What follows belongs to an exercise in optimizing a design on an open flow for a short achievable clock period and few clock cycles per item; a production flow would make more cautious choices.
Function was checked by simulation only, so behaviour that the tests miss may differ from the original.

--- design.v ---
module maze_generator #(
  parameter logic [15:0] DEFAULT_SEED = 16'hACE1
) (
  input  logic         clk,
  input  logic         resetn,
  input  logic         start,
  input  logic [15:0]  seed,
  output logic [624:0] maze,
  output logic         load,
  output logic         busy
);
  typedef enum logic [2:0] {IDLE, INIT, CHECK, CARVE, POP, DONE} state_t;
  localparam logic [624:0] FIRST_CELL = 625'(1) << 26;
  state_t       state;
  logic [143:0] visited;
  logic [7:0]   stack [144];
  logic [7:0]   sp;
  logic [15:0]  lfsr;
  logic [7:0]   top, ci, cj, nbr;
  logic [3:0]   avail;
  logic [1:0]   dir;
  logic [9:0]   cell_bit, wall_bit, nbr_bit;
  logic         lfsr_fb;
  function automatic logic [1:0] pick(input logic [3:0] a, input logic [1:0] r);
    logic [1:0] d;
    pick = r;
    for (int k = 3; k >= 0; k--) begin
      d = r + 2'(k);
      if (a[d]) pick = d;
    end
  endfunction
  always_comb begin
    top      = (sp != 8'd0) ? stack[sp - 8'd1] : 8'd0;
    ci       = top % 8'd12;
    cj       = top / 8'd12;
    avail[0] = (cj != 8'd0)  && !visited[top - 8'd12];
    avail[1] = (ci != 8'd11) && !visited[top + 8'd1];
    avail[2] = (cj != 8'd11) && !visited[top + 8'd12];
    avail[3] = (ci != 8'd0)  && !visited[top - 8'd1];
    dir      = pick(avail, lfsr[1:0]);
    cell_bit = 10'(cj) * 10'd50 + 10'(ci) * 10'd2 + 10'd26;
    lfsr_fb  = lfsr[15] ^ lfsr[13] ^ lfsr[12] ^ lfsr[10];
    case (dir)
      2'd0:    begin wall_bit = cell_bit - 10'd25; nbr_bit = cell_bit - 10'd50; nbr = top - 8'd12; end
      2'd1:    begin wall_bit = cell_bit + 10'd1;  nbr_bit = cell_bit + 10'd2;  nbr = top + 8'd1;  end
      2'd2:    begin wall_bit = cell_bit + 10'd25; nbr_bit = cell_bit + 10'd50; nbr = top + 8'd12; end
      default: begin wall_bit = cell_bit - 10'd1;  nbr_bit = cell_bit - 10'd2;  nbr = top - 8'd1;  end
    endcase
  end
  always_ff @(posedge clk or negedge resetn) begin
    if (!resetn) begin
      state   <= IDLE;
      maze    <= '0;
      load    <= 1'b0;
      busy    <= 1'b0;
      sp      <= 8'd0;
      visited <= '0;
      lfsr    <= DEFAULT_SEED;
    end else begin
      case (state)
        IDLE, DONE: if (start) begin
          state   <= INIT;
          maze    <= FIRST_CELL;
          visited <= 144'd1;
          sp      <= 8'd1;
          lfsr    <= (seed == 16'd0) ? DEFAULT_SEED : seed;
          busy    <= 1'b1;
          load    <= 1'b0;
        end
        INIT: state <= CHECK;
        CHECK: begin
          if (sp == 8'd0) begin
            state <= DONE;
            busy  <= 1'b0;
            load  <= 1'b1;
          end else if (|avail) begin
            state <= CARVE;
          end else begin
            state <= POP;
          end
        end
        CARVE: begin
          maze[wall_bit] <= 1'b1;
          maze[nbr_bit]  <= 1'b1;
          visited[nbr]   <= 1'b1;
          sp             <= sp + 8'd1;
          lfsr           <= {lfsr[14:0], lfsr_fb};
          state          <= CHECK;
        end
        POP: begin
          sp    <= sp - 8'd1;
          state <= CHECK;
        end
        default: state <= IDLE;
      endcase
    end
  end
  always_ff @(posedge clk) begin
    if ((state == IDLE || state == DONE) && start) stack[0] <= 8'd0;
    else if (state == CARVE)                       stack[sp] <= nbr;
  end
endmodule
--- run.sh ---
#!/bin/bash
# synth_recipe.tcl (not shown) runs the flow's synth.tcl, then flattens the netlist and writes it again
# the make line also repeats each setting of config.mk as NAME=value (left out here)
make -C /OpenROAD-flow-scripts/flow DESIGN_CONFIG=/design/flow/config.mk WORK_HOME=/design/flow/orfs CLKGATE_MAP_FILE= SYNTH_SCRIPT=/design/flow/synth_recipe.tcl finish
--- config.mk ---
export PLATFORM = sky130hd
export DESIGN_NAME = maze_generator
export DESIGN_NICKNAME = maze_generator
export VERILOG_FILES = /design/flow/design.v
export SDC_FILE = /design/flow/constraint.sdc
export NUM_CORES = 4
export LEC_CHECK = 0
export CAP_MARGIN = 20
export CORE_MARGIN = 2
export CORE_UTILIZATION = 40
export SLEW_MARGIN = 20
--- constraint.sdc ---
create_clock -name core_clock -period 12.0 [get_ports {clk}]
set_input_delay 2.4000 -clock core_clock [delete_from_list [all_inputs] [get_ports {clk}]]
set_output_delay 2.4000 -clock core_clock [all_outputs]
set_load 0.01 [all_outputs]
==> flow_summary.ini <==
[floorplan]
die_h_um = 463
pin_count = 646
rows = 168
start_util = 0.402
core_um2 = 210000
die_area_um2 = 214000
die_w_um = 463

[clocking]
clock_latency_ns = 0.87
cts_buffers = 201
htree_levels = 4
clkSinkCount = 1950
root_buffer = clkbuf_16
cts_tree = done
cts_buffer_depth = 3
clk_pin_slew_worst_paths_ns = 0.06
cts_hold_buf = 0

[worst_setup_path]
end_kind = register
arrival_ns = 12.39
cp_slowest_cell = and2_1
required_ns = 12.79
rr_worst_depth = 31
critPathLaunchType = register
r2r-end = maze[115]
critPathMostFrequentCell = nor2_1
r2r-start = sp[2]
crit_fanout = 38
crit_type = register to register
regToRegSetupSlack_ns = 0.40
max_stage_delay_ns = 0.90

[sta]
max_freq_ghz = 0.0862
worstMarginPinSlew_ns = 1.24
finalCritPeriodShare = 0.967
relSlewSlack = 0.170
slew_violations = 0
hold_viol_final = 0
fin_skew_ns = 0.0539
setup_viol = 0
rsz0062_at_grt = no
period_minus_slack_ns = 11.60

[synth]
synth_area_per_cell_um2 = 14.2
synth_cells = 5939
syn_area_um2 = 84300
yosysTopAreaCellShare = 0.410
synth-seq-area-share = 0.647
ys_types = 109
yosysTopAreaCell = edfxtp_1
async_flop_share = 0.409
ys_ff_latch = 1950
synth.area.top_cells = edfxtp_1 41%, dfrtp_1 23%, mux4_2 8.0%, a22o_1 3.5%, nand2_1 3.2%
synth_flop_cell = edfxtp_1
synth_edf_count = 1152
ys.warnings.count = 1

[detailed_routing]
wirelength_um = 306000
vias = 58900
drtPass1Iterations = 8
vias_per_cell = 6.14
drc_errors = 0
drtAntennaViolNets = 0
drt_iter0_drc = 7897
routedWlPerCell_um = 31.9

[placement]
hpwl_um = 214000
gp_congestion = 0.997
place_inst = 9206
io_buffer_count = 645

[layout]
syn2layout_area_growth_pct = 20.6
layout_common_cells = 1,152 x edfxtp_1, 789 x dfrtp_1, 727 x nand2_1
final_nets = 6692
drive_gt1_frac = 0.150
fin_cells = 9596
mostFrequentLayoutCell = edfxtp_1
fillers = 18100

[worst_hold_path]
holdPathEnd = lfsr[4]
min_from = lfsr[4]
hp-class = register to register
min_path_cells = 2

[global_routing]
grt_max_degree = 210
gr-total-overflow = 0
antenna_found_initial = 10
grt_usage = 0.279
grt_pass1_wl_um = 434000
grt_pass1_vias = 56300

[status]
outcome = finished clean

[flow_run]
max-cap-violations = 0
## synth_stat cells, drive strengths merged, types with 22 or more instances
cell type / count
a2111oi: 25
a211oi: 46
a21oi: 72
a22o: 334
a22oi: 27
a31oi: 23
a32o: 95
and2: 27
and3: 54
buf: 172
clkbuf: 265
dfrtp: 790
edfxtp: 1152
ha: 58
inv: 64
mux2: 22
mux2i: 190
mux4: 308
nand2: 729
nand3: 105
nand4: 22
nor2: 370
nor2b: 23
nor3: 71
o21ai: 312
o221ai: 24
o22ai: 27
o31ai: 73
o41ai: 64
xnor2: 68
## cell families (layout without fill, tap and decap cells)
| logic type | Yosys count | count (layout) | synth area share |
|---|---|---|---|
| flip-flops | 1950 | 1950 | 0.647 |
| AND/OR/NAND/NOR | 1490 | 1490 | 0.0767 |
| AO/OA/AOI/OAI | 1328 | 1328 | 0.121 |
| multiplexers | 520 | 520 | 0.108 |
| buffers and inverters | 501 | 1342 | 0.0275 |
| XOR/XNOR | 87 | 87 | 0.00948 |
| adder cells (fa/ha/maj) | 62 | 62 | 0.00956 |
| other | 1 | 12 | 0.0000445 |
## critical path, delay by kind of cell, from the launching register on
family,cells,cell delay (ns)
AND/OR/NAND/NOR,10,5.70
AO/OA/AOI/OAI,13,3.34
buffers and inverters,5,1.03
adder cells (fa/ha/maj),2,0.62
flip-flops,1,0.58
XOR/XNOR,1,0.23
## how the worst max path moves through the flow
stage	from	endpoint	slack, ns	cells past startpoint
2_1_floorplan	sp[0]	maze[10]	0.12	51
3_3_place_gp	sp[4]	maze[556]	-0.15	33
3_5_place_dp	sp[0]	maze[44]	-0.11	34
4_1_cts	sp[0]	maze[616]	0.13	33
5_1_grt	sp[2]	maze[180]	0.02	44
6_report	sp[2]	maze[115]	0.40	31
## metrics by stage
stage	instance area [um2]	hold slack, ns	utilization	TNS [ns]	worst slack, ns
2_1_floorplan	84300	0.446	-	0	0.115
3_3_place_gp	94600	0.462	0.451	-2.43	-0.152
3_5_place_dp	94700	0.467	0.452	-0.326	-0.108
4_1_cts	101000	0.482	0.484	0	0.129
5_1_grt	102000	0.498	0.485	0	0.0225
6_report	102000	0.476	0.485	0	0.395
## sequential cells by signal, summed over array words and instances, names as in the netlist
| name | count |
|---|---|
| stack | 1152 |
| state | 3 |
| busy | 1 |
| maze | 625 |
| visited | 144 |
| lfsr | 16 |
| sp | 8 |
| load | 1 |
## metal layers
| layer | part of all wire | vias to the layer above | GRT usage |
|---|---|---|---|
| li1 | - | 24400 | - |
| met1 | 0.40 | 30800 | 0.379 |
| met2 | 0.46 | 3038 | 0.430 |
| met3 | 0.089 | 579 | 0.0638 |
| met4 | 0.049 | 8 | 0.118 |
| met5 | 0.00016 | - | 0 |
## final cells by class
cell class / instances / area, um2 / share of cell area
Tap cell: 2805 / 3510 / 0.0345
Timing Repair Buffer: 903 / 8830 / 0.0869
Antenna cell: 8 / 20.0 / 0.000197
Clock inverter: 111 / 1200 / 0.0118
Inverter: 64 / 248 / 0.00244
Sequential cell: 1950 / 54600 / 0.537
Multi-Input combinational cell: 3491 / 27800 / 0.273
Clock buffer: 264 / 5550 / 0.0545
## what timing repair did
item                       in CTS  in global routing
setup endpoints to repair      17                669
gates resized for setup         2                 20
cloned                          0                  1
buffers inserted                0                  1
pin swaps                       0                  1
Testbench counts, summed over its fixed seeds: cycles 27,696, mazes 48.

## afterwards: timing with drivers on the ports
The results above use ideal ports. As a check the final layout listed here was re-extracted and re-timed, cells and wires unchanged.
Step 1 (the two cells are an assumption about what drives the block):
set clk [get_ports {clk}]
set_driving_cell -lib_cell sky130_fd_sc_hd__clkbuf_16 $clk
set_driving_cell -lib_cell sky130_fd_sc_hd__buf_2 [delete_from_list [all_inputs] $clk]
Step 2 times the ports against the registers' clock, not the clock port: input delays grow and output delays shrink by t, the midpoint of the rising clock arrivals with the driver on.
a / b / c = no drivers / after step 1 / after step 2; a / b = the first two.
t (ns): 0.929
setup WS [ns]: 0.395 / 0.395 / 0.395
worst setup path at the end: register to register
After both steps setup and hold are still met in this run. The setup slack of this run moves by 0.000 ns with the drivers and by 0.000 ns with both steps.
